From an optimization exercise on the open Yosys and OpenROAD flow, aimed at small area, a short achievable clock period and few clock cycles per item; shortcuts taken in it are not production practice. The RTL was checked by simulation tests, not by an equivalence proof against the original design. Power and IR drop assume default switching activity.

$ cat design.v
package dmem_pkg;
    localparam int DMEM_DEPTH   = 256;
    localparam int DMEM_LATENCY = 2;
endpackage
module dmem_array #(
    parameter int DWIDTH = 16,
    parameter int DEPTH  = 256,
    parameter int GS     = 32,
    parameter int NH     = 2,
    localparam int NG    = DEPTH / GS
) (
    input  logic              clk,
    input  logic [NG-1:0]     wgsel,
    input  logic [GS-1:0]     wcsel,
    input  logic [DWIDTH-1:0] wdata,
    input  logic [NH*GS-1:0]  rcsel,
    input  logic [NG-1:0]     rgsel,
    output logic [DWIDTH-1:0] rdata
);
    localparam int GPH = NG / NH;
    logic [DWIDTH-1:0] mem_q [DEPTH];
    logic [DWIDTH-1:0] grp_d [NG];
    logic [DWIDTH-1:0] grp_q [NG];
    always_ff @(posedge clk) begin
        for (int g = 0; g < NG; g++) begin
            for (int c = 0; c < GS; c++) begin
                if (wgsel[g] && wcsel[c]) begin
                    mem_q[g * GS + c] <= wdata;
                end
            end
        end
    end
    always_comb begin
        for (int g = 0; g < NG; g++) begin
            grp_d[g] = '0;
            for (int c = 0; c < GS; c++) begin
                grp_d[g] = grp_d[g] | (mem_q[g * GS + c] & {DWIDTH{rcsel[(g / GPH) * GS + c]}});
            end
        end
    end
    always_ff @(posedge clk) begin
        for (int g = 0; g < NG; g++) begin
            grp_q[g] <= grp_d[g];
        end
    end
    always_comb begin
        rdata = '0;
        for (int g = 0; g < NG; g++) begin
            rdata = rdata | (grp_q[g] & {DWIDTH{rgsel[g]}});
        end
    end
endmodule
import dmem_pkg::*;
module data_mem_ctrl #(
    parameter int DWIDTH  = 16,
    parameter int AWIDTH  = 16,
    parameter int DEPTH   = DMEM_DEPTH,
    parameter int LATENCY = DMEM_LATENCY
) (
    input  logic              clk,
    input  logic              rst,
    input  logic              ram_en,
    input  logic              wen,
    input  logic [AWIDTH-1:0] ram_addr,
    input  logic [DWIDTH-1:0] w_ram_data,
    output logic [DWIDTH-1:0] r_ram_data,
    output logic              ram_valid,
    output logic              busy
    ,
    output logic              addr_err
);
    localparam int IW = (DEPTH > 1) ? $clog2(DEPTH) : 1;
    localparam int GS = 32;
    localparam int LW = $clog2(GS);
    localparam int NG = DEPTH / GS;
    localparam int NH = 2;
    localparam int HW = $clog2(NH);
    logic              in_err;
    logic              in_we;
    logic [NG-1:0]     in_gsel;
    logic [GS-1:0]     in_csel;
    logic [NH*GS-1:0]  in_rcsel;
    logic              v1_q, w1_q, err1_q;
    logic [NG-1:0]     gsel1_q;
    logic [NH*GS-1:0]  rcsel1_q;
    logic [NG-1:0]     wgsel1_q;
    logic [GS-1:0]     wcsel1_q;
    logic [DWIDTH-1:0] wd1_q;
    logic              v2_q, w2_q, err2_q;
    logic [NG-1:0]     gsel2_q;
    logic              v3_q, err3_q;
    logic [DWIDTH-1:0] rdata_q;
    logic [DWIDTH-1:0] arr_rdata;
    localparam logic [AWIDTH:0] DEPTH_A = (AWIDTH + 1)'(DEPTH);
    assign in_err = ({1'b0, ram_addr} >= DEPTH_A);
    assign in_we = ram_en && wen && !rst;
    always_comb begin
        for (int g = 0; g < NG; g++) in_gsel[g] = !in_err && (ram_addr[IW-1:LW] == (IW-LW)'(g));
        for (int c = 0; c < GS; c++) in_csel[c] = (ram_addr[LW-1:0] == LW'(c));
        for (int h = 0; h < NH; h++) begin
            for (int c = 0; c < GS; c++) begin
                in_rcsel[h * GS + c] = in_csel[c] && (ram_addr[IW-1:IW-HW] == HW'(h));
            end
        end
    end
    always_ff @(posedge clk) begin
        v1_q     <= ram_en && !rst;
        w1_q     <= wen;
        err1_q   <= in_err;
        gsel1_q  <= in_gsel;
        rcsel1_q <= in_rcsel;
        wgsel1_q <= in_gsel & {NG{in_we}};
        wcsel1_q <= in_csel & {GS{in_we}};
        wd1_q    <= w_ram_data;
    end
    always_ff @(posedge clk) begin
        v2_q    <= v1_q && !rst;
        w2_q    <= w1_q;
        err2_q  <= err1_q;
        gsel2_q <= gsel1_q;
    end
    always_ff @(posedge clk) begin
        if (rst) begin
            v3_q    <= 1'b0;
            err3_q  <= 1'b0;
            rdata_q <= '0;
        end else begin
            v3_q   <= v2_q;
            err3_q <= v2_q && err2_q;
            if (v2_q && !w2_q) begin
                rdata_q <= arr_rdata;
            end
        end
    end
    assign ram_valid  = v3_q;
    assign busy       = 1'b0;
    assign r_ram_data = rdata_q;
    assign addr_err   = err3_q;
    dmem_array #(
        .DWIDTH(DWIDTH),
        .DEPTH (DEPTH),
        .GS    (GS),
        .NH    (NH)
    ) u_array (
        .clk  (clk),
        .wgsel(wgsel1_q),
        .wcsel(wcsel1_q),
        .wdata(wd1_q),
        .rcsel(rcsel1_q),
        .rgsel(gsel2_q),
        .rdata(arr_rdata)
    );
endmodule
$ cat flow/run.sh
#!/bin/bash
# The standard layout, with two changes: plain buffers (sky130_fd_sc_hd__buf_4) instead of the
# default delay-cell buffers on the input and output ports, and clock tree synthesis without
# dummy loads. make's full output goes to flow_make.log.
set -euo pipefail
export BUFFER_PORTS_ARGS="-buffer_cell sky130_fd_sc_hd__buf_4"
export CTS_ARGS="-sink_clustering_enable -repair_clock_nets -sink_clustering_size 26 -sink_clustering_max_diameter 80 -dont_use_dummy_load"
bash standard.sh finish > flow_make.log 2>&1
$ cat standard.sh
#!/bin/bash
# synth_recipe.tcl (not shown) runs the flow's synth.tcl, then flattens the netlist and writes it again
# the make line also repeats each setting of config.mk as NAME=value (left out here)
make -C /OpenROAD-flow-scripts/flow DESIGN_CONFIG=/design/flow/config.mk WORK_HOME=/design/flow/orfs CLKGATE_MAP_FILE= SYNTH_SCRIPT=/design/flow/synth_recipe.tcl "${@:-finish}"
$ cat config.mk
export PLATFORM = sky130hd
export DESIGN_NAME = data_mem_ctrl
export DESIGN_NICKNAME = data_mem_ctrl
export VERILOG_FILES = /design/flow/design.v
export SDC_FILE = /design/flow/constraint.sdc
export NUM_CORES = 4
export LEC_CHECK = 0
export ABC_CLOCK_PERIOD_IN_PS = 2500
export CAP_MARGIN = 20
export CORE_MARGIN = 2
export CORE_UTILIZATION = 60
export CTS_CLUSTER_DIAMETER = 80
export CTS_CLUSTER_SIZE = 26
export SETUP_SLACK_MARGIN = 2.7
export SLEW_MARGIN = 20
$ cat constraint.sdc
create_clock -name core_clock -period 5.0 [get_ports {clk}]
set_input_delay 1.0000 -clock core_clock [delete_from_list [all_inputs] [get_ports {clk}]]
set_output_delay 1.0000 -clock core_clock [all_outputs]
set_load 0.01 [all_outputs]
==> results of run 1 <==
## logic make-up (layout without fill, tap and decap cells)
logic type,count (synthesis),count (layout),synth area share (%)
simple gates,1082,1082,4.26
buf+inv,514,497,2.45
other cells,1,63,0.00241
flops,4384,4384,82.8
compound gates,2128,2128,10.5
## repair_timing
item / in CTS / in global routing
pin swaps: 13 / 18
cloned: 0 / 1
gates resized for setup: 201 / 42
endpoints found under the setup margin: 1163 / 206
buffers inserted: 21 / 27
## synth_stat cells, types with 2 or more instances
| library cell | n |
|---|---|
| or4_1 | 128 |
| nand4_1 | 512 |
| and3_1 | 33 |
| and3b_1 | 3 |
| nor3b_1 | 3 |
| nor2_1 | 87 |
| a22o_1 | 32 |
| buf_1 | 13 |
| a311oi_1 | 16 |
| a221oi_1 | 32 |
| and2_1 | 257 |
| nor2b_1 | 6 |
| a22oi_1 | 1998 |
| a22oi_2 | 50 |
| buf_2 | 114 |
| nand2b_1 | 2 |
| nand2_1 | 35 |
| nor3_1 | 9 |
| buf_6 | 207 |
| edfxtp_1 | 4096 |
| buf_4 | 48 |
| nor4_1 | 4 |
| dfxtp_1 | 288 |
| clkbuf_1 | 132 |
## layout make-up
class                      count  area (um^2)  area share, %
tap                         3384         4230           2.56
sequential                  4384       129000           78.2
multi-input combinational   3211        23200           14.1
timing repair buffer         307         3600           2.18
antenna                       62          155         0.0940
clock buffer                 190         4750           2.88
## per-stage QoR
step | hold slack, ns | setup WS [ns] | power (mW)
floorplan | 0.310 | 3.06 | 41.7
global placement | 0.311 | 2.19 | 42.7
detailed placement | 0.312 | 2.15 | 42.7
CTS | 0.150 | 2.53 | 59.3
global route | 0.157 | 2.53 | 60.5
finish | 0.195 | 2.55 | 59.4
## sequential cells by signal (all words and copies together) (netlist names), 16 cells and up
register       flops
wcsel1_q          32
rdata_q           16
u_array.grp_q    128
rcsel1_q          64
wd1_q             16
u_array.mem_q   4096
## worst max-delay path by stage
stage                      from            end  slack, ns  cells past startpoint
finish               rdata_q[1]  r_ram_data[1]       2.55                      1
global route         rdata_q[1]  r_ram_data[1]       2.53                      1
CTS                  rdata_q[4]  r_ram_data[4]       2.53                      1
detailed placement          rst    wgsel1_q[0]       2.15                      5
global placement    ram_addr[3]    rcsel1_q[5]       2.19                      4
floorplan                   rst    wgsel1_q[1]       3.06                      5
## where the power goes
part	switching [mW]	internal (mW)	leakage (nW)
clock network	10.6	6.80	2.34
registers	0.493	40.1	39.2
logic	1.06	0.294	8.09
total	12.2	47.2	49.7
## routing by layer
layer,part of all wire (%),GRT usage [%]
met1,36,53.2
met2,46,59.8
met3,12,8.71
met4,5.4,17.5
met5,0.042,0
==> results by group, run 1 <==
Detailed routing
  • TritonRoute pass-1 iters: 12
  • WL final: about 520 mm
  • WL/cell: approximately 45 um
  • # DRC: 0
  • Iter 0 DRT Violations: 15700
  • DRT antenna net count: 0
  • Vias: ~87000
  • Vias per cell: roughly 7.5

Logic synthesis
  • #FFs+latches synth: 4384
  • Synth top area share: about 79%
  • Post-synthesis sequential area ratio: between 80 and 90%
  • Syn Area/Cell: approximately 19 um^2
  • Synth async-reset ratio: 0%
  • Cell taking the most area after synthesis: edfxtp_1
  • Most common flop cell mapped by yosys: edfxtp_1
  • Synth top area cells: edfxtp_1 (79%), a22oi_1 (9.6%), dfxtp_1 (3.7%)
  • Post-Synthesis Cell Area: 156000 um^2
  • Synth Net Count: between 8000 and 9000
  • Mapped Cells: between 8000 and 9000
  • Post-synth EDFFs: around 4100
  • Yosys warnings: 5
  • Cell variety after synth: 28

Worst setup path
  • Largest stage delay on the critical path: between 0.4 and 0.5 ns
  • Worst r2r src: rcsel1_q[59]
  • WS Path Type: reg -> out
  • R2R Path End: u_array.grp_q[4][7]
  • Kind of end point of the critical path: primary output
  • CP top delay family: flip-flops
  • WP data arrival: about 1.5 ns
  • Crit path buffers/inverters: 1
  • Critical Path, Cell by Cell: buf_6
  • CP max stage cell: dfxtp_4
  • FF-to-FF path depth: 4
  • CP Data Required Time: 4.00 ns
  • Max FO, Critical Path: 2
  • FF-to-FF setup slack: approximately 2.6 ns
  • Critical Path Source Type: register

Clocking
  • Skew-Pair Late Insertion Delay: 0.90 ns
  • H-tree Lvls: 4
  • TritonCTS Buffers: 190
  • Clock tree root buffer cell: clkbuf_16
  • CTS sink cnt: about 4400
  • Max clock buf depth: 3
  • Worst-path clk slew: ~0.10 ns
  • Hold Buf Count CTS: 0
  • CTS tree: built

Flow run
  • MaxCap Viol Count: 0

Floorplan
  • Row Count: between 150 and 200
  • Core ar.: roughly 260000 um^2
  • Die H: 513 um
  • # IOs: between 50 and 60
  • Die area: between 200000 and 300000 um^2
  • Starting density of the core: 60.4%
  • Die width: 513 um

Power and ir drop
  • Static Leakage: ~50 nW
  • Peak supply drop: roughly 0.43 mV
  • Pwr/cell area: ~360 nW/um^2

Placement
  • GP Congestion: between 0.8 and 0.9
  • Count of input and output buffers: between 50 and 60
  • Placed Instance Area: ~160000 um^2
  • DP Wirelength: between 200 and 300 mm
  • Placed cells: 11200

Timing
  • Fin. max-slew vios: 0
  • Final Hold Viols: 0
  • Clock Skew: between 0.06 and 0.07 ns
  • RSZ-0062 raised after global routing: yes
  • Setup_tns: 0 ns
  • Fmax: 408 MHz
  • Count of final setup violators: 0
  • Slew HR: a little under a tenth
  • Tmin final: between 2 and 2.5 ns
  • Fin crit share: 49.0%
  • Worst Tran Pin Value: about 1.4 ns

Cells and area
  • Final instance area: between 150000 and 200000 um^2
  • Fill count: around 18000
  • Core Util, Final: between 60% and 70%
  • Synth-to-layout area growth: 6.15%
  • Commonest non-fill, non-tap cell in the layout: edfxtp_1
  • Share of cells above drive strength 1: roughly a tenth
  • Non-filler cells, final: about 12000
  • Nets: 8130
  • Most frequent cells in the layout: edfxtp_1 (4096), a22oi_1 (1991), nand4_1 (512), clkbuf_16 (192), dfxtp_1 (183)

Global route
  • Gr usage total: about two fifths
  • Vias in the first global route: 79700
  • First-pass GRT wire length: between 600 and 700 mm
  • Global route overflow: 0
  • Initial antenna violation count: 70
  • Largest net degree at the start of global routing: 182

Run status
  • Status: finished clean

Worst hold path
  • Hold Path Sink: wd1_q[13]
  • Hold path startpoint: w_ram_data[13]
  • HP Class: in -> reg
  • Hold Path Depth: 1
Testbench counts, summed over its fixed seeds: cycles 24,024, items 24,000.
==> inputs of run 2 (changes only) <==
--- a/config.mk
+++ b/config.mk
@@ -12,4 +12,4 @@
 export CTS_CLUSTER_DIAMETER = 80
 export CTS_CLUSTER_SIZE = 26
-export SETUP_SLACK_MARGIN = 2.7
+export SETUP_SLACK_MARGIN = 2.6
 export SLEW_MARGIN = 20
==> run 2 against run 1 <==
Compared with the run above: global-route usage decreased by 0.51 points; synthesized cell count stayed put; final area decreased by 0.55%; hold slack got worse by 0.019 ns; die area stayed put; power is essentially flat; count of clock-buffer cells in the layout is the same; clock skew decreased by 0.0013 ns; largest power group unchanged; register-to-register slack got worse by 0.12 ns; via count shrank 0.93%; combinational power down 4%.
==> results by group, run 2 <==
Global route
  • Global route overflow: 0
  • Initial antenna violation count: 65
  • Vias in the first global route: ~80000
  • Largest net degree at the start of global routing: ~180
  • Gr usage total: a little under two fifths
  • First-pass GRT wire length: 682 mm

Detailed routing
  • Iter 0 DRT Violations: 15000
  • # DRC: 0
  • WL/cell: ~44 um
  • Vias: 86000
  • Vias per cell: about 7.5
  • WL final: 511 mm
  • TritonRoute pass-1 iters: 6
  • DRT antenna net count: 0

Worst setup path
  • Critical Path, Cell by Cell: buf_6 > a22oi_1 > nand4_1 > or4_1
  • CP top delay family: simple AND/OR/NAND/NOR gates
  • Crit path buffers/inverters: 1
  • CP Data Required Time: 5.77 ns
  • FF-to-FF setup slack: about 2.5 ns
  • WP data arrival: about 3.3 ns
  • WS Path Type: reg -> reg
  • CP max stage cell: or4_1
  • Max FO, Critical Path: 38
  • Kind of end point of the critical path: register
  • Critical Path Source Type: register
  • Largest stage delay on the critical path: between 0.6 and 0.7 ns

Cells and area
  • Register name with the most flops: u_array.mem_q
  • Share of cells above drive strength 1: just over 9%
  • Max FFs per register: 4096
  • Nets: 8094
  • Commonest non-fill, non-tap cell in the layout: edfxtp_1
  • Largest regs: u_array.mem_q x4096, u_array.grp_q x128, rcsel1_q x64
  • Reg area: 129000 um^2
  • Multi-input gate area: approximately 23000 um^2
  • Most frequent cells in the layout: edfxtp_1 (4096), a22oi_1 (1996), nand4_1 (512), clkbuf_16 (190), dfxtp_1 (187)
  • Fill count: between 15000 and 20000
  • Synth-to-layout area growth: 5.57%

Timing
  • Fmax: between 300 and 400 MHz
  • Tmin final: roughly 2.5 ns
  • Final Hold Viols: 0
  • Slew HR: between 9 and 10%
  • Fin crit share: between 50% and 60%
  • Count of final setup violators: 0
  • Setup_tns: 0 ns
  • WHS: about 0.18 ns
  • Fin. max-slew vios: 0
  • Worst Tran Pin Value: 1.35 ns
  • RSZ-0062 raised after global routing: yes
  • Clock Skew: about 0.063 ns

Floorplan
  • Core ar.: 257000 um^2
  • Starting density of the core: between 60% and 70%
  • Die area: about 260000 um^2
  • Row Count: approximately 190
  • Die H: slightly above 500 um
  • # IOs: between 50 and 60
  • Die width: ~510 um

Logic synthesis
  • Mapped Cells: a little over 8000
  • #FFs+latches synth: 4384
  • Synth top area cells: edfxtp_1 (79%), a22oi_1 (9.6%), dfxtp_1 (3.7%)
  • Cell taking the most area after synthesis: edfxtp_1
  • Post-synthesis sequential area ratio: about 83%
  • Synth async-reset ratio: 0%
  • Synth top area share: slightly below 80%
  • Post-Synthesis Cell Area: around 160000 um^2
  • Syn Area/Cell: ~19 um^2
  • Cell variety after synth: 28
  • Most common flop cell mapped by yosys: edfxtp_1
  • Top-count cell post-synth: edfxtp_1
  • Post-synth EDFFs: 4096
  • Yosys warnings: 5
  • Post-synth top cells: edfxtp_1 (4096), a22oi_1 (1998), nand4_1 (512), dfxtp_1 (288), and2_1 (257)
  • Synth Net Count: between 8000 and 9000

Clocking
  • H-tree Lvls: 4
  • TritonCTS Buffers: 190
  • Skew-Pair Late Insertion Delay: a little over 0.9 ns
  • Clock tree root buffer cell: clkbuf_16
  • CTS tree: built
  • Worst-path clk slew: around 0.1 ns
  • CTS sink cnt: 4384
  • Max clock buf depth: 3
  • Hold Buf Count CTS: 0

Worst hold path
  • HP Class: in -> reg

Power and ir drop
  • P_int: around 47 mW
  • Sw Share: between 20% and 30%
  • Net Switching: between 10 and 15 mW
  • Sequential power share: about 70%
  • Pwr/cell area: 362 nW/um^2
  • Static Leakage: about 49 nW
  • Combinational share of power: under 10%
  • Peak supply drop: 0.429 mV
  • Clock network power share: a little under 30%

Placement
  • GP Congestion: 0.895
  • Count of input and output buffers: 53
  • DP Wirelength: about 300 mm

Run status
  • Status: finished clean

Flow run
  • MaxCap Viol Count: 0
run 2: cell types whose count changed in the layout (fill, tap and decap cells not counted), moves of 3 or more:
cell and change:
a22oi_1 +5, a22oi_2 -5, and2_1 +19, and2_2 -19
buf_12 -30, buf_16 -4, buf_4 +6, buf_6 +6
buf_8 -12, dfxtp_1 +4, dfxtp_2 -4, diode_2 -5
or4_1 +3, or4_4 -3
run 2: cell families after synthesis:
family / share of synthesized area, %
AOI/OAI and AO/OA: 10.5
DFF: 82.8
buffers and inverters: 2.45
other: 0.00241
and+or+nand+nor: 4.26
run 2: stage by stage:
step / power (mW) / utilization, % / instances / worst slack, ns / area [um^2]
final: 59.4 / 63.8 / 11500 / 2.49 / 164000
after global routing: 60.5 / 63.7 / 11500 / 2.51 / 164000
after CTS: 59.3 / 63.6 / 11400 / 2.53 / 164000
after detailed placement: 42.7 / 61.6 / 11200 / 2.15 / 159000
after global placement: 42.7 / 61.5 / 11200 / 2.19 / 158000
after floorplan: 41.7 / - / 8109 / 3.06 / 156000
run 2: power by group through the flow:
stage | Combinational (mW) | Sequential, mW | Clock (mW)
finish | 1.31 | 40.6 | 17.4
floorplan | 0.399 | 41.3 | 0
detailed placement | 1.25 | 41.4 | 0
CTS | 1.27 | 40.6 | 17.4
global route | 1.35 | 40.6 | 18.5
global placement | 1.22 | 41.4 | 0
run 2: worst register-to-register path, delay by kind of cell, from the launching register on:
| kind | cells | cell delay [ns] |
|---|---|---|
| AOI/OAI and AO/OA | 1 | 0.34 |
| buffers and inverters | 1 | 0.35 |
| and+or+nand+nor | 2 | 1.19 |
| DFF | 1 | 0.51 |
run 2: final timing paths:
kind / startpoint / endpoint / depth (start not counted)
worst max-delay path: rcsel1_q[32] / u_array.grp_q[4][13] / 4
worst min register to register: gsel1_q[1] / gsel2_q[1] / 0
worst min-delay path: w_ram_data[13] / wd1_q[13] / 1
worst max register to register: rcsel1_q[32] / u_array.grp_q[4][13] / 4
run 2: layout make-up:
class	instances	share of cell area (%)
sequential	4384	78.6
clock buffer	190	2.90
timing repair buffer	271	1.69
antenna	57	0.0869
tap	3384	2.58
multi-input combinational	3211	14.1
run 2: repair_timing:
item,4_1_cts,5_1_grt
resized for setup,110,48
buffers inserted,5,8
pin swaps,9,16
cloned,0,0
endpoints found under the hold margin,0,0
setup endpoints to repair,480,384
run 2: metal layers:
layer	global-route usage [%]	wire length, um	up-vias	share of wire (%)
met5	0	222	-	0.043
met4	17.1	26600	32	5.2
met3	8.32	59300	993	12
met2	59.1	239000	6134	47
met1	52.6	186000	45200	36
li1	-	-	33700	-
==> inputs of run 3 (changes only) <==
--- a/design.v
+++ b/design.v
@@ -84,6 +84,6 @@
     logic [NG-1:0]     gsel1_q;
     logic [NH*GS-1:0]  rcsel1_q;
-    logic [NG-1:0]     wgsel1_q;
-    logic [GS-1:0]     wcsel1_q;
+    logic [NG-1:0]     wgsel1_n_q;
+    logic [GS-1:0]     wcsel1_n_q;
     logic [DWIDTH-1:0] wd1_q;
     logic              v2_q, w2_q, err2_q;
@@ -110,6 +110,6 @@
         gsel1_q  <= in_gsel;
         rcsel1_q <= in_rcsel;
-        wgsel1_q <= in_gsel & {NG{in_we}};
-        wcsel1_q <= in_csel & {GS{in_we}};
+        wgsel1_n_q <= ~(in_gsel & {NG{in_we}});
+        wcsel1_n_q <= ~(in_csel & {GS{in_we}});
         wd1_q    <= w_ram_data;
     end
@@ -144,6 +144,6 @@
     ) u_array (
         .clk  (clk),
-        .wgsel(wgsel1_q),
-        .wcsel(wcsel1_q),
+        .wgsel(~wgsel1_n_q),
+        .wcsel(~wcsel1_n_q),
         .wdata(wd1_q),
         .rcsel(rcsel1_q),
--- a/config.mk
+++ b/config.mk
@@ -12,4 +12,4 @@
 export CTS_CLUSTER_DIAMETER = 80
 export CTS_CLUSTER_SIZE = 26
-export SETUP_SLACK_MARGIN = 2.6
+export SETUP_SLACK_MARGIN = 2.7
 export SLEW_MARGIN = 20
==> run 3 against run 2 <==
Compared with the run above: worst setup slack improved by 0.041 ns; critical path type is now reg -> out; largest cell class unchanged; highest routed layer unchanged; power about the same; non-clock buffer count rose by 173.
==> results by group, run 3 <==
Placement
  • GP Congestion: around 0.90
  • Pre-CTS setup slack: around 2.4 ns
  • Count of input and output buffers: 53
  • DP Wirelength: ~290 mm

Cells and area
  • Reg area: 129000 um^2
  • Multi-input gate area: about 23000 um^2
  • Share of cells above drive strength 1: about an eighth
  • Nets: 8255
  • Register name with the most flops: u_array.mem_q
  • Commonest non-fill, non-tap cell in the layout: edfxtp_1
  • Core Util, Final: roughly 65%
  • Most frequent cells in the layout: edfxtp_1 (4096), a22oi_1 (2045), nand4_1 (512), buf_4 (330), clkbuf_16 (191)
  • Synth-to-layout area growth: 6.93%
  • Fill count: around 18000
  • Max FFs per register: between 4000 and 5000
  • Largest regs: u_array.mem_q x4096, u_array.grp_q x128, rcsel1_q x64

Worst setup path
  • WP data arrival: approximately 1.5 ns
  • Largest stage delay on the critical path: between 0.4 and 0.5 ns
  • Max FO, Critical Path: 2
  • CP Data Required Time: 4.00 ns
  • Crit path buffers/inverters: 1
  • CP max stage cell: dfxtp_4
  • Kind of end point of the critical path: primary output
  • Critical Path, Cell by Cell: buf_6
  • Critical Path Source Type: register
  • CP top delay family: flip-flops
  • WS Path Type: reg -> out

Logic synthesis
  • Yosys warnings: 5
  • Syn Area/Cell: between 15 and 20 um^2
  • Synth top area cells: edfxtp_1 (79%), a22oi_1 (9.9%), dfxtp_1 (3.7%)
  • Synth top area share: 79.4%
  • Post-synth top cells: edfxtp_1 (4096), a22oi_1 (2048), nand4_1 (512), dfxtp_1 (288), nor2_1 (282)
  • Most common flop cell mapped by yosys: edfxtp_1
  • Post-synth EDFFs: 4096
  • Mapped Cells: 8136
  • Synth async-reset ratio: 0%
  • Cell taking the most area after synthesis: edfxtp_1
  • Post-synthesis sequential area ratio: ~83%
  • Top-count cell post-synth: edfxtp_1
  • Synth Net Count: roughly 8200
  • Post-Synthesis Cell Area: 155000 um^2
  • #FFs+latches synth: about 4400
  • Cell variety after synth: 33

Timing
  • Fin. max-slew vios: 0
  • Slew HR: about a tenth
  • Tmin final: roughly 2.5 ns
  • Fmax: around 410 MHz
  • Count of final setup violators: 0
  • Worst setup margin: between 2 and 3 ns
  • Fin crit share: between 40% and 50%
  • Final Hold Viols: 0
  • RSZ-0062 raised after global routing: yes
  • Worst Tran Pin Value: 1.35 ns
  • Clock Skew: 0.0683 ns
  • Setup_tns: 0 ns

Global route
  • Gr usage total: between 30% and 40%
  • Initial antenna violation count: 33
  • Largest net degree at the start of global routing: 185
  • First-pass GRT wire length: 694 mm
  • Global route overflow: 0
  • Vias in the first global route: around 80000

Clocking
  • Worst-path clk slew: about 0.10 ns
  • CTS sink cnt: ~4400
  • TritonCTS Buffers: 191
  • H-tree Lvls: 4
  • CTS tree: built
  • Hold Buf Count CTS: 0
  • Max clock buf depth: 3
  • Skew-Pair Late Insertion Delay: ~0.91 ns
  • Clock tree root buffer cell: clkbuf_16

Power and ir drop
  • Peak supply drop: roughly 0.41 mV
  • Pwr/cell area: 358 nW/um^2
  • Power, Total: 59.3 mW
  • Static Leakage: 49.5 nW

Floorplan
  • Core ar.: between 200000 and 300000 um^2
  • Die area: around 260000 um^2
  • Die H: 512 um
  • # IOs: between 50 and 60
  • Row Count: about 190
  • Starting density of the core: roughly 60%
  • Die width: ~510 um

Worst hold path
  • HP Class: in -> reg

Detailed routing
  • WL final: around 530 mm
  • WL/cell: approximately 45 um
  • # DRC: 0
  • Iter 0 DRT Violations: ~17000
  • Vias per cell: 7.58
  • Vias: ~88000
  • DRT antenna net count: 0
  • TritonRoute pass-1 iters: 6

Flow run
  • MaxCap Viol Count: 0

Run status
  • Status: finished clean
==> run 3: report_power, final <==
group	leakage, nW	switching, mW	internal, mW
Sequential	39.2	0.513	40.1
Combinational	7.89	0.942	0.284
Clock	2.35	10.6	6.84
==> run 3: cell families (layout without fill, tap and decap cells) <==
logic type	after synthesis	after routing	share of synthesized area, %
AND/OR/NAND/NOR	1069	1069	3.91
flip-flops	4384	4384	83.2
other	1	18	0.00242
buffers and inverters	554	635	2.55
AO/OA/AOI/OAI	2128	2128	10.4
==> run 3: layout make-up <==
class	instances	area share (%)
diodes	17	0.0257
clock buffers	191	2.89
multi-input cells	3198	13.9
flip-flops and latches	4384	78.0
well taps	3384	2.56
repair buffers	444	2.61
==> run 3: final timing paths <==
kind / end / slack (ns) / startpoint / cells after the start
max: r_ram_data[1] / 2.53 / rdata_q[1] / 1
max reg2reg: u_array.grp_q[5][2] / 2.54 / rcsel1_q[32] / 4
min reg2reg: gsel2_q[7] / 0.34 / gsel1_q[7] / 0
min: wd1_q[9] / 0.18 / w_ram_data[9] / 1
==> run 3: layer usage <==
metal	up-vias	track usage, %	wire (um)
met5	-	0	341
met4	30	20.0	33500
met3	1132	8.25	68600
met2	6863	59.0	239000
met1	46000	54.7	187000
li1	34000	-	-
==> run 3: through the flow <==
step,cell area (um^2),std cells,hold slack [ns]
final,166000,11600,0.182
after global routing,166000,11600,0.147
after CTS,165000,11600,0.128
after detailed placement,160000,11400,0.312
after global placement,160000,11400,0.310
after floorplan,155000,8136,0.310
==> run 3: what timing repair did <==
action,in CTS,in global routing
buffers inserted,12,18
pin swaps,7,8
cloned,0,0
endpoints found under the setup margin,79,125
gates resized for setup,83,30
Testbench counts of run 3, summed over its fixed seeds: cycles 24,024, items 24,000.
==> inputs of run 4 (changes only) <==
--- a/config.mk
+++ b/config.mk
@@ -9,5 +9,5 @@
 export CAP_MARGIN = 20
 export CORE_MARGIN = 2
-export CORE_UTILIZATION = 60
+export CORE_UTILIZATION = 55
 export CTS_CLUSTER_DIAMETER = 80
 export CTS_CLUSTER_SIZE = 26
==> run 4 against run 3 <==
Compared with the run above: combinational power rose by 4%; worst setup slack worse by 0.057 ns; synthesized cell count is the same; final area rose by 0.72%; cell count is 3.4% higher; wire length up 2.3%; die area is 9.0% higher; largest cell class unchanged; critical path depth unchanged.
==> results by group, run 4 <==
Timing
  • Fmax: between 300 and 400 MHz
  • Fin. max-slew vios: 0
  • Setup_tns: 0 ns
  • RSZ-0062 raised after global routing: yes
  • Slew HR: 12.8%
  • Worst Tran Pin Value: between 1 and 1.5 ns
  • Fin crit share: approximately half
  • WHS: roughly 0.16 ns
  • Count of final setup violators: 0
  • Clock Skew: roughly 0.079 ns
  • Final Hold Viols: 0
  • Tmin final: 2.52 ns

Logic synthesis
  • Top-count cell post-synth: edfxtp_1
  • Synth top area share: just under 80%
  • #FFs+latches synth: about 4400
  • Post-synth top cells: edfxtp_1 (4096), a22oi_1 (2048), nand4_1 (512), dfxtp_1 (288), nor2_1 (282)
  • Post-synth EDFFs: between 4000 and 5000
  • Largest family of logic cells by synthesized area: compound AO/OA/AOI/OAI gates
  • Mapped Cells: 8136
  • Cell variety after synth: 33
  • Adder and majority gate portion of the synthesized area: 0%
  • Most common flop cell mapped by yosys: edfxtp_1
  • Synth async-reset ratio: 0%
  • Post-Synthesis Cell Area: approximately 150000 um^2
  • Post-Synth XOR/XNOR Area: 0%
  • Synth top area cells: edfxtp_1 (79%), a22oi_1 (9.9%), dfxtp_1 (3.7%)
  • Synth Net Count: between 8000 and 9000
  • Cell taking the most area after synthesis: edfxtp_1
  • Yosys warnings: 5
  • Simple-gate share of the synthesized area: under 10%
  • Syn Area/Cell: 19.0 um^2
  • Synth Area in Compound Gates: 10.4%
  • Post-synthesis sequential area ratio: between 80% and 90%
  • Mux share of post-synthesis cell area: 0%

Global route
  • First-pass GRT wire length: about 700 mm
  • Vias in the first global route: around 82000
  • Gr usage total: 37.1%
  • Initial antenna violation count: 39
  • Global route overflow: 0
  • Largest net degree at the start of global routing: between 150 and 200

Floorplan
  • Row Count: approximately 190
  • Starting density of the core: about 55%
  • # IOs: 55
  • Die H: between 500 and 600 um
  • Die area: 286000 um^2
  • Core ar.: around 280000 um^2
  • Die width: ~530 um

Placement
  • DP Wirelength: 295 mm
  • Placed cells: 11700
  • GP Congestion: 0.895
  • Placed Instance Area: between 150000 and 200000 um^2
  • Count of input and output buffers: 53

Worst hold path
  • HP Class: in -> reg
  • Hold path startpoint: w_ram_data[14]

Worst setup path
  • Max FO, Critical Path: 2
  • Largest stage delay on the critical path: between 0.4 and 0.5 ns
  • Crit path buffers/inverters: 1
  • CP Data Required Time: around 4 ns
  • Critical Path Source Type: register
  • Critical Path, Cell by Cell: buf_6
  • WP data arrival: 1.52 ns
  • WS Path Type: reg -> out
  • Worst r2r src: rcsel1_q[62]
  • Critical Path Source: rdata_q[4]
  • CP max stage cell: dfxtp_4
  • CP top delay family: flip-flops
  • Kind of end point of the critical path: primary output

Power and ir drop
  • Static Leakage: between 40 and 50 nW
  • Peak supply drop: ~0.34 mV
  • Pwr/cell area: ~360 nW/um^2
  • Power, Total: about 60 mW

Detailed routing
  • WL/cell: approximately 45 um
  • WL final: between 500 and 600 mm
  • # DRC: 0
  • TritonRoute pass-1 iters: 6
  • Vias: slightly below 90000
  • Iter 0 DRT Violations: about 15000
  • Vias per cell: 7.38
  • DRT antenna net count: 0

Cells and area
  • Register name with the most flops: u_array.mem_q
  • Largest regs: u_array.mem_q x4096, u_array.grp_q x128, rcsel1_q x64
  • Nets: between 8000 and 9000
  • Share of cells above drive strength 1: between 10% and 20%
  • Non-filler cells, final: roughly 12000
  • Most frequent cells in the layout: edfxtp_1 (4096), a22oi_1 (2045), nand4_1 (512), buf_4 (342), clkbuf_16 (198)
  • Commonest non-fill, non-tap cell in the layout: edfxtp_1
  • Final instance area: between 150000 and 200000 um^2
  • Synth-to-layout area growth: 7.71%
  • Max FFs per register: 4096

Clocking
  • H-tree Lvls: 4
  • TritonCTS Buffers: ~200
  • Max clock buf depth: 4
  • Clock tree root buffer cell: clkbuf_16
  • CTS tree: built
  • Worst-path clk slew: 0.10 ns
  • Skew-Pair Late Insertion Delay: approximately 0.94 ns
  • CTS sink cnt: around 4400

Flow run
  • MaxCap Viol Count: 0

Run status
  • Status: finished clean
-- run 4: cell counts after synthesis --
No cell type changed its count.
-- run 4: cell families (layout without fill, tap and decap cells) --
logic type,count (synthesis),in the layout
other,1,25
DFF,4384,4384
AOI/OAI and AO/OA,2128,2128
buffers and inverters,554,678
and+or+nand+nor,1069,1069
-- run 4: timing repair --
action,in CTS,in global routing
hold endpoints to repair,0,0
endpoints found under the setup margin,127,125
hold buffers,0,0
pin swaps,15,10
setup buffers,65,16
resized for setup,131,11
-- run 4: metrics by stage --
step	worst slack (ns)	utilization, %
floorplan	3.01	-
global placement	2.42	57.2
finish	2.48	59.6
global route	2.46	59.6
detailed placement	2.42	57.2
CTS	2.44	59.5
-- run 4: routing by layer --
metal	vias to the layer above	GRT usage, %	routed length, um
met5	-	0	161
met4	24	22.3	39900
met3	1362	9.06	68900
met2	6937	56.5	245000
met1	46100	48.9	187000
li1	34100	-	-
-- run 4: cell type report --
class / instances / area (um^2)
fillers: 20200 / 113000
diodes: 24 / 60.1
clock buffers: 198 / 4950
multi-input cells: 3198 / 23100
repair buffers: 480 / 4880
well taps: 3724 / 4660
flip-flops and latches: 4384 / 129000
-- run 4: final timing paths --
check / endpoint / slack [ns] / cells after the start
setup reg to reg: u_array.grp_q[5][0] / 2.61 / 4
hold / removal: wd1_q[14] / 0.16 / 1
setup / recovery: r_ram_data[4] / 2.48 / 1
hold reg to reg: gsel2_q[0] / 0.33 / 0
-- run 4: report_power, final --
group	total (mW)	internal, mW	switching [mW]
sequential	40.7	40.1	0.589
clock	17.8	7.10	10.7
combinational	1.28	0.299	0.978
total	59.8	47.5	12.3
==> inputs of run 5 (changes only) <==
--- a/config.mk
+++ b/config.mk
@@ -9,7 +9,7 @@
 export CAP_MARGIN = 20
 export CORE_MARGIN = 2
-export CORE_UTILIZATION = 55
+export CORE_UTILIZATION = 60
 export CTS_CLUSTER_DIAMETER = 80
 export CTS_CLUSTER_SIZE = 26
-export SETUP_SLACK_MARGIN = 2.7
+export SETUP_SLACK_MARGIN = 2.8
 export SLEW_MARGIN = 20
==> run 5 against run 4 <==
Compared with the run above: hold slack better by 0.020 ns; non-clock buffer count is 18 higher; final area is 0.17% lower; clock power hardly changed; sequential power hardly changed; count of clock-buffer cells in the layout is 7 lower; worst setup slack better by 0.059 ns; power is 0.69% lower; die area is 8.3% lower; sequential cell count stayed put; sequential share of layout area is 0.11 points higher; first-iteration DRC count is 12% higher; critical endpoint unchanged; largest power group unchanged; highest routed layer unchanged.
==> results by group, run 5 <==
Global route
  • Global route overflow: 0
  • Vias in the first global route: ~81000
  • First-pass GRT wire length: 709 mm
  • Initial antenna violation count: 37
  • Gr usage total: about two fifths
  • Largest net degree at the start of global routing: 185

Cells and area
  • Max FFs per register: a little over 4000
  • Commonest non-fill, non-tap cell in the layout: edfxtp_1
  • Share of cells above drive strength 1: 12.6%
  • Synth-to-layout area growth: 7.53%
  • Register name with the most flops: u_array.mem_q
  • Nets: 8309
  • Largest regs: u_array.mem_q x4096, u_array.grp_q x128, rcsel1_q x64
  • Final instance area: around 170000 um^2
  • Most frequent cells in the layout: edfxtp_1 (4096), a22oi_1 (2046), nand4_1 (512), buf_4 (346), clkbuf_16 (192)

Detailed routing
  • Iter 0 DRT Violations: between 15000 and 20000
  • TritonRoute pass-1 iters: 6
  • WL final: about 540 mm
  • # DRC: 0
  • Vias per cell: 7.62
  • WL/cell: approximately 46 um
  • DRT antenna net count: 0
  • Vias: between 80000 and 90000

Placement
  • Pre-CTS setup slack: about 2.4 ns
  • Placed Instance Area: 160000 um^2
  • DP Wirelength: 286 mm
  • GP Congestion: 0.904
  • Count of input and output buffers: 53

Flow run
  • MaxCap Viol Count: 0

Timing
  • Count of final setup violators: 0
  • Tmin final: between 2 and 2.5 ns
  • RSZ-0062 raised after global routing: yes
  • Fin. max-slew vios: 0
  • Final Hold Viols: 0
  • Fmax: just over 400 MHz
  • Fin crit share: just under 50%
  • Setup_tns: 0 ns
  • Slew HR: 12.8%
  • Worst setup margin: ~2.5 ns
  • Clock Skew: between 0.07 and 0.08 ns
  • Worst Tran Pin Value: around 1.3 ns

Worst setup path
  • Crit path buffers/inverters: 1
  • Kind of end point of the critical path: primary output
  • CP Data Required Time: roughly 4.0 ns
  • CP max stage cell: dfxtp_4
  • Max FO, Critical Path: 2
  • Critical Path, Cell by Cell: buf_6
  • CP top delay family: flip-flops
  • Critical Path Source Type: register
  • WS Path Type: reg -> out
  • Largest stage delay on the critical path: 0.45 ns
  • WP data arrival: 1.47 ns

Logic synthesis
  • Post-synthesis sequential area ratio: about 83%
  • Cell taking the most area after synthesis: edfxtp_1
  • Mux share of post-synthesis cell area: 0%
  • Synth top area share: between 70 and 80%
  • Post-synth top cells: edfxtp_1 (4096), a22oi_1 (2048), nand4_1 (512), dfxtp_1 (288), nor2_1 (282)
  • Synth async-reset ratio: 0%
  • Top-count cell post-synth: edfxtp_1
  • Simple-gate share of the synthesized area: 3.91%
  • Synth Area in Compound Gates: approximately a tenth
  • Post-Synthesis Cell Area: 155000 um^2
  • Largest family of logic cells by synthesized area: compound AO/OA/AOI/OAI gates
  • Adder and majority gate portion of the synthesized area: 0%
  • #FFs+latches synth: 4384
  • Cell variety after synth: 33
  • Yosys warnings: 5
  • Post-Synth XOR/XNOR Area: 0%
  • Synth Net Count: 8172
  • Most common flop cell mapped by yosys: edfxtp_1
  • Synth top area cells: edfxtp_1 (79%), a22oi_1 (9.9%), dfxtp_1 (3.7%)
  • Syn Area/Cell: roughly 19 um^2
  • Mapped Cells: roughly 8000
  • Post-synth EDFFs: 4096

Run status
  • Status: finished clean

Clocking
  • Worst-path clk slew: about 0.10 ns
  • CTS sink cnt: 4384
  • CTS tree: built
  • TritonCTS Buffers: 191
  • Clock tree root buffer cell: clkbuf_16
  • Hold Buf Count CTS: 0
  • Skew-Pair Late Insertion Delay: 0.92 ns
  • Max clock buf depth: 3
  • H-tree Lvls: 4

Power and ir drop
  • Static Leakage: around 50 nW
  • Pwr/cell area: about 360 nW/um^2
  • Peak supply drop: 0.404 mV

Floorplan
  • # IOs: 55
  • Die width: approximately 500 um
  • Starting density of the core: between 60% and 70%
  • Die area: roughly 260000 um^2
  • Core ar.: between 200000 and 300000 um^2
  • Row Count: between 150 and 200
  • Die H: between 500 and 600 um

Worst hold path
  • HP Class: in -> reg
## run 5: cell types whose count changed in the layout (fill, tap and decap cells not counted), sizes merged
cell	previous run	this run
clkbuf	198	192
diode	24	20
buf	480	497
## run 5: layout make-up
| type | instances | area [um^2] |
|---|---|---|
| Clock buffer | 191 | 4780 |
| Antenna cell | 20 | 50.0 |
| Sequential cell | 4384 | 129000 |
| Fill cell | 17400 | 90200 |
| Tap cell | 3384 | 4230 |
| Timing Repair Buffer | 498 | 5220 |
| Multi-Input combinational cell | 3198 | 23100 |
## run 5: worst paths after layout
check / depth (start not counted) / slack [ns] / end / from
max: 1 / 2.53 / r_ram_data[4] / rdata_q[4]
min: 1 / 0.18 / wd1_q[9] / w_ram_data[9]
max reg2reg: 4 / 2.70 / u_array.grp_q[5][0] / rcsel1_q[55]
min reg2reg: 0 / 0.34 / gsel2_q[6] / gsel1_q[6]
## run 5: cells by family after synthesis
kind of cell	count (synthesis)
other cells	1
buf+inv	554
simple gates	1069
flops	4384
compound gates	2128
## run 5: layer usage
layer / vias up / share of wire [%] / global-route usage [%]
li1: 34100 / - / -
met1: 46200 / 35 / 55.8
met2: 7411 / 45 / 60.0
met3: 1226 / 14 / 9.04
met4: 28 / 6.8 / 21.7
met5: - / 0.034 / 0
## run 5: repair_timing
item,4_1_cts,5_1_grt
endpoints found under the setup margin,229,253
hold endpoints to repair,0,0
pin swaps,10,10
gates resized for setup,118,36
setup buffers,45,41
## run 5: stage by stage
stage	hold WS [ns]	std cells	utilization, %	total power, mW
floorplan	0.310	8136	-	41.7
global placement	0.310	11400	62.2	42.5
detailed placement	0.312	11400	62.2	42.6
CTS	0.128	11600	64.6	59.2
global route	0.147	11700	64.9	60.4
finish	0.176	11700	64.9	59.4
## run 5: power by group
group / switching, mW / total (mW) / internal [mW]
sequential: 0.510 / 40.6 / 40.1
clock: 10.6 / 17.5 / 6.84
combinational: 0.968 / 1.27 / 0.297
total: 12.1 / 59.4 / 47.3

what the ideal ports hide:
The flow's constraints put no driver on any port. The routed layouts listed below were extracted and timed again, unchanged, in two steps.
Step 1 assumes that a clkbuf_16 drives the clock port and a buf_2 every other input.
Step 2 times the ports against the registers' clock, not the clock port: input delays grow and output delays shrink by t, the midpoint of the rising clock arrivals with the driver on.
a / b / c = ideal / step 1 / step 2; a / b = the first two.
run | shift t [ns] | setup WS [ns] | slew at the worst register clock pin (ns)
run 1 | 0.975 | 2.550 / 2.445 / 2.047 | 0.11 / 0.11
run 2 | 0.973 | 2.493 / 2.455 / 2.056 | 0.11 / 0.11
run 3 | 0.984 | 2.533 / 2.429 / 2.443 | 0.11 / 0.11
run 4 | 1.017 | 2.476 / 2.363 / 2.529 | 0.11 / 0.11
run 5 | 0.988 | 2.535 / 2.430 / 2.455 | 0.11 / 0.11
After both steps every run listed still meets setup and hold. The setup slack of run 1, which loses most, moves by -0.105 ns with the drivers and by -0.503 ns with both steps.
